This is an optimization exercise on Yosys and OpenROAD, whose aim is small area, not a production implementation.
The RTL was checked by simulation tests, not by an equivalence proof against the original design.
Power figures rest on the tool's default switching activity, not on a simulated workload.

==> inputs of run a <==
==> flow/design.v <==
package dcache_pkg;
    localparam int NUM_LINES  = 16;
    localparam int LINE_BITS  = 128;
    localparam int LINE_BYTES = LINE_BITS / 8;
    localparam int ADDR_W     = 12;
    localparam int TAG_W      = 4;
    localparam int INDEX_W    = 4;
    localparam int OFFSET_W   = 4;
    localparam logic [1:0] SIZE_BYTE = 2'b00;
    localparam logic [1:0] SIZE_HALF = 2'b01;
    localparam logic [1:0] SIZE_WORD = 2'b10;
endpackage
module dcache_aoi222 (
    input  logic a1, a2, b1, b2, c1, c2,
    output logic y
);
    assign y = ~((a1 & a2) | (b1 & b2) | (c1 & c2));
endmodule
module dcache_nand2 (
    input  logic a, b,
    output logic y
);
    assign y = ~(a & b);
endmodule
module dcache_nand4 (
    input  logic a, b, c, d,
    output logic y
);
    assign y = ~(a & b & c & d);
endmodule
module dcache_nand3b (
    input  logic a_n, b, c,
    output logic y
);
    assign y = ~(~a_n & b & c);
endmodule
module dcache_line_array (
    input  logic [15:0] i_sel,
    input  logic [15:0] i_d,
    output logic         o
);
    logic [4:0] w_grp_n;    
    logic       w_last_n;   
    logic       w_lo;       
    for (genvar g = 0; g < 5; g++) begin : g_aoi
        dcache_aoi222 u_aoi (
            .a1 (i_sel[3*g]),   .a2 (i_d[3*g]),
            .b1 (i_sel[3*g+1]), .b2 (i_d[3*g+1]),
            .c1 (i_sel[3*g+2]), .c2 (i_d[3*g+2]),
            .y  (w_grp_n[g])
        );
    end
    dcache_nand2  u_last (.a(i_sel[15]), .b(i_d[15]), .y(w_last_n));
    dcache_nand4  u_lo   (.a(w_grp_n[0]), .b(w_grp_n[1]), .c(w_grp_n[2]), .d(w_grp_n[3]), .y(w_lo));
    dcache_nand3b u_out  (.a_n(w_lo), .b(w_grp_n[4]), .c(w_last_n), .y(o));
endmodule
import dcache_pkg::*;
module dcache_controller
(
    input  logic                 clk,
    input  logic                 reset,
    input  logic                 dcache_read_req,
    input  logic                 dcache_write_req,
    input  logic [ADDR_W-1:0]    dcache_addr,
    input  logic [31:0]          dcache_write_data,
    input  logic [1:0]           mem_size,
    input  logic                 mem_unsigned,
    output logic [31:0]          dcache_read_data,
    output logic                 dcache_hit,
    output logic                 dcache_stall,
    output logic                 mem_req,
    output logic                 mem_we,
    output logic [ADDR_W-1:0]    mem_addr,
    output logic [LINE_BITS-1:0] mem_wdata,
    input  logic [LINE_BITS-1:0] mem_rdata,
    input  logic                 mem_ready
);
    localparam int RD_BITS = LINE_BITS + TAG_W + 2;    
    logic                     r_req;
    logic                     r_we;
    logic [ADDR_W-1:OFFSET_W] r_mem_line;
    logic [NUM_LINES-1:0]     r_valid;
    logic [NUM_LINES-1:0]     r_dirty;
    logic [TAG_W-1:0]         r_tag  [NUM_LINES];
    logic [LINE_BITS-1:0]     r_data [NUM_LINES];
    logic                  w_idle;
    logic                  w_req;
    logic                  w_hit;
    logic                  w_miss;
    logic [INDEX_W-1:0]    w_index;
    logic [NUM_LINES-1:0]  w_sel;
    logic [RD_BITS-1:0]    w_rd;
    logic                  w_line_valid;
    logic                  w_line_dirty;
    logic [TAG_W-1:0]      w_line_tag;
    logic [LINE_BITS-1:0]  w_line_data;
    logic                  w_be_we;
    logic [LINE_BYTES-1:0] w_be_mask;
    logic [31:0]           w_be_word;
    logic                  w_fill_we;
    logic                  w_clr_dirty;
    logic [LINE_BYTES-1:0] w_grp;
    logic [LINE_BITS-1:0]  w_wdata;
    logic [31:0]           w_word;
    logic [15:0]           w_half;
    logic [7:0]            w_byte;
    logic                  w_load_ok;
    logic [3:0]            w_wsel;
    assign w_idle  = ~r_req;
    assign w_req   = dcache_read_req | dcache_write_req;
    assign w_index = r_req ? r_mem_line[7:4] : dcache_addr[7:4];
    always_comb begin
        for (int i = 0; i < NUM_LINES; i++) w_sel[i] = (w_index == INDEX_W'(i));
    end
    for (genvar b = 0; b < RD_BITS; b++) begin : g_rd
        logic [NUM_LINES-1:0] w_col;
        for (genvar i = 0; i < NUM_LINES; i++) begin : g_col
            if (b < LINE_BITS)             assign w_col[i] = r_data[i][b];
            else if (b < LINE_BITS + TAG_W) assign w_col[i] = r_tag[i][b-LINE_BITS];
            else if (b == LINE_BITS + TAG_W) assign w_col[i] = r_valid[i];
            else                            assign w_col[i] = r_dirty[i];
        end
        dcache_line_array u_rd (.i_sel(w_sel), .i_d(w_col), .o(w_rd[b]));
    end
    assign w_line_data  = w_rd[LINE_BITS-1:0];
    assign w_line_tag   = w_rd[LINE_BITS +: TAG_W];
    assign w_line_valid = w_rd[LINE_BITS + TAG_W];
    assign w_line_dirty = w_rd[LINE_BITS + TAG_W + 1];
    assign w_hit   = w_line_valid & (w_line_tag == dcache_addr[11:8]);
    assign w_miss  = w_idle & w_req & ~w_hit;
    assign w_be_we     = ~reset & w_idle & dcache_write_req & w_hit;
    assign w_fill_we   = ~reset & r_req & ~r_we & mem_ready;
    assign w_clr_dirty = ~reset & r_we & mem_ready;
    always_comb begin
        case (mem_size)
            SIZE_BYTE: w_be_mask = 16'h0001 << dcache_addr[3:0];
            SIZE_HALF: w_be_mask = 16'h0003 << {dcache_addr[3:1], 1'b0};
            default:   w_be_mask = 16'h000F << {dcache_addr[3:2], 2'b00};
        endcase
    end
    assign w_wdata = r_req ? mem_rdata : {4{w_be_word}};
    assign w_grp   = {LINE_BYTES{w_fill_we}} | ({LINE_BYTES{w_be_we}} & w_be_mask);
    always_ff @(posedge clk) begin
        for (int i = 0; i < NUM_LINES; i++) begin
            if (reset) begin
                r_valid[i] <= 1'b0;
                r_dirty[i] <= 1'b0;
            end else if (w_sel[i]) begin
                if (w_fill_we) begin
                    r_valid[i] <= 1'b1;
                    r_dirty[i] <= 1'b0;
                end else if (w_be_we) begin
                    r_dirty[i] <= 1'b1;
                end else if (w_clr_dirty) begin
                    r_dirty[i] <= 1'b0;
                end
            end
        end
    end
    always_ff @(posedge clk) begin
        for (int i = 0; i < NUM_LINES; i++) begin
            if (w_sel[i] && w_fill_we) r_tag[i] <= r_mem_line[11:8];
            for (int b = 0; b < LINE_BYTES; b++) begin
                if (w_sel[i] && w_grp[b]) r_data[i][b*8 +: 8] <= w_wdata[b*8 +: 8];
            end
        end
    end
    assign w_load_ok = ~reset & w_idle & dcache_read_req & ~dcache_write_req & w_hit;
    always_comb begin
        for (int k = 0; k < 4; k++) w_wsel[k] = w_load_ok & (dcache_addr[3:2] == 2'(k));
        w_word = '0;
        for (int k = 0; k < 4; k++) w_word = w_word | ({32{w_wsel[k]}} & w_line_data[32*k +: 32]);
    end
    assign w_half = dcache_addr[1] ? w_word[31:16] : w_word[15:0];
    assign w_byte = dcache_addr[0] ? w_half[15:8]  : w_half[7:0];
    always_comb begin
        w_be_word = dcache_write_data;
        case (mem_size)
            SIZE_BYTE: w_be_word = {4{dcache_write_data[7:0]}};
            SIZE_HALF: w_be_word = {2{dcache_write_data[15:0]}};
            default: ;
        endcase
    end
    always_comb begin
        case (mem_size)
            SIZE_BYTE: dcache_read_data = {{24{w_byte[7] & ~mem_unsigned}}, w_byte};
            SIZE_HALF: dcache_read_data = {{16{w_half[15] & ~mem_unsigned}}, w_half};
            default:   dcache_read_data = w_word;
        endcase
    end
    assign dcache_hit       = ~reset & w_req & w_hit;
    assign dcache_stall     = ~reset & (r_req | (w_req & ~w_hit));
    always_ff @(posedge clk) begin
        if (reset) begin
            r_req <= 1'b0;
            r_we  <= 1'b0;
        end else if (w_idle) begin
            r_req <= w_miss;
            r_we  <= w_miss & w_line_valid & w_line_dirty;
        end else if (mem_ready) begin
            r_req <= r_we;
            r_we  <= 1'b0;
        end
    end
    always_ff @(posedge clk) begin
        if (w_idle) r_mem_line[7:4] <= dcache_addr[7:4];
        if (w_idle || (r_we && mem_ready))
            r_mem_line[11:8] <= (w_idle & w_line_valid & w_line_dirty) ? w_line_tag : dcache_addr[11:8];
    end
    assign mem_req   = r_req;
    assign mem_we    = r_we;
    assign mem_addr  = {r_mem_line, 4'b0};
    assign mem_wdata = w_line_data;
endmodule
==> flow/flow/run.sh <==
#!/bin/bash
# Standard ORFS layout (the standard.sh), with two changes:
#  - the port buffers are buf_2 instead of the delay cell buffer_ports picks by itself;
#  - CTS uses clkbuf_16 with larger sink clusters and no dummy loads.
# Each step's full output stays in orfs/logs/...; this script's own output goes to flow_run.log.
set -euo pipefail
exec > >(tee -a flow_run.log) 2>&1
export BUFFER_PORTS_ARGS="-buffer_cell sky130_fd_sc_hd__buf_1"
export CTS_ARGS="-sink_clustering_enable -repair_clock_nets -sink_clustering_size 16 -sink_clustering_max_diameter 80 -buf_list sky130_fd_sc_hd__clkbuf_8 -dont_use_dummy_load"
bash standard.sh synth > synth_make.log 2>&1
bash standard.sh finish > layout_make.log 2>&1
ls -l out/
==> flow/standard.sh <==
#!/bin/bash
# synth_recipe.tcl (not shown) runs the flow's synth.tcl, then flattens the netlist and writes it again
# the make line also repeats each setting of config.mk as NAME=value (left out here)
make -C /OpenROAD-flow-scripts/flow DESIGN_CONFIG=/design/flow/config.mk WORK_HOME=/design/flow/orfs CLKGATE_MAP_FILE= SYNTH_SCRIPT=/design/flow/synth_recipe.tcl "${@:-finish}"
==> flow/config.mk <==
export PLATFORM = sky130hd
export DESIGN_NAME = dcache_controller
export DESIGN_NICKNAME = dcache_controller
export VERILOG_FILES = /design/flow/design.v
export SDC_FILE = /design/flow/constraint.sdc
export NUM_CORES = 4
export LEC_CHECK = 0
export CAP_MARGIN = 20
export CORE_MARGIN = 2
export CORE_UTILIZATION = 55
export CTS_BUF_LIST = sky130_fd_sc_hd__clkbuf_16
export CTS_CLUSTER_DIAMETER = 60
export CTS_CLUSTER_SIZE = 30
export PLACE_DENSITY = 0.7
export SLEW_MARGIN = 20
export SYNTH_HIERARCHICAL = 1
==> flow/constraint.sdc <==
create_clock -name core_clock -period 9.0 [get_ports {clk}]
set_input_delay 1.8000 -clock core_clock [delete_from_list [all_inputs] [get_ports {clk}]]
set_output_delay 1.8000 -clock core_clock [all_outputs]
set_load 0.01 [all_outputs]
==> run b: changes against run a <==
==> flow/run.sh (new file) <==
#!/bin/bash
# synth_recipe.tcl (not shown) runs the flow's synth.tcl, then flattens the netlist and writes it again
# the make line also repeats each setting of config.mk as NAME=value (left out here)
make -C /OpenROAD-flow-scripts/flow DESIGN_CONFIG=/design/flow/config.mk WORK_HOME=/design/flow/orfs CLKGATE_MAP_FILE= SYNTH_SCRIPT=/design/flow/synth_recipe.tcl finish
removed: flow/flow/run.sh
removed: flow/standard.sh
==> metrics.md <==
| Metric | Value |
|---|---|
| Run status | `timing/DRC/antenna clean` |
| CP startpoint | `dcache_addr[7]` |
| Cell internal power dissipation | `around 15 mW` |
| Global-route usage over all layers | `33.1%` |
| Final cell count without fillers | `6736` |
| Clock group share of total power | `32.4%` |
| Combined area of the multi-input logic cells | `around 14000 µm²` |
That was run b.
==> metrics.md <==
| Metric | Value |
|---|---|
| Combinational Power | `2.41 mW` |
| Combined area of the multi-input logic cells | `13900 µm²` |
| Run status | `timing/DRC/antenna clean` |
| Post-Syn Instances | `around 4200` |
| Fraction of post-synthesis cell area in the top cell type by area | `about four fifths` |
| Top layer reached by signal wires | `met5` |
| Met3 routing resource usage after global routing | `between 10% and 20%` |
| Clock group share of total power | `about 24%` |
| Length in cells of the worst reg-to-reg path | `14` |
| Global-route usage over all layers | `between 30% and 40%` |
| Final worst-path cycle share | `92.4%` |
| Final cell count without fillers | `between 6000 and 7000` |
| Number of library cell types mapped by synthesis | `53` |
That was run a.

-- static timing again, ports no longer ideal --
No port has a modelled driver above. Below, the same layouts with a new extraction and two added sets of constraints. Step 1, drivers: a clkbuf_16 drives clk and a buf_2 each remaining input, both assumed. Step 2 adds t to the input delays and takes it off the output delays; t is the mean of the earliest and latest rising clock arrival at the registers after step 1. Input paths then give back, and output paths get back, about the clock's delay inside the block. a / b / c = ideal / step 1 / step 2; a / b = the first two.
run	t (ns)	setup slack, ns	worst data-port slew with drivers (ns)	pins driven straight from the clock port
run a	0.971	0.684 / 0.609 / 0.634	0.27	1
run b	0.869	0.290 / 0.250 / 0.250	0.20	1
After both steps setup and hold are still met in every run listed. The setup slack of run a, which loses most, moves by -0.075 ns with the drivers and by -0.050 ns with both steps.
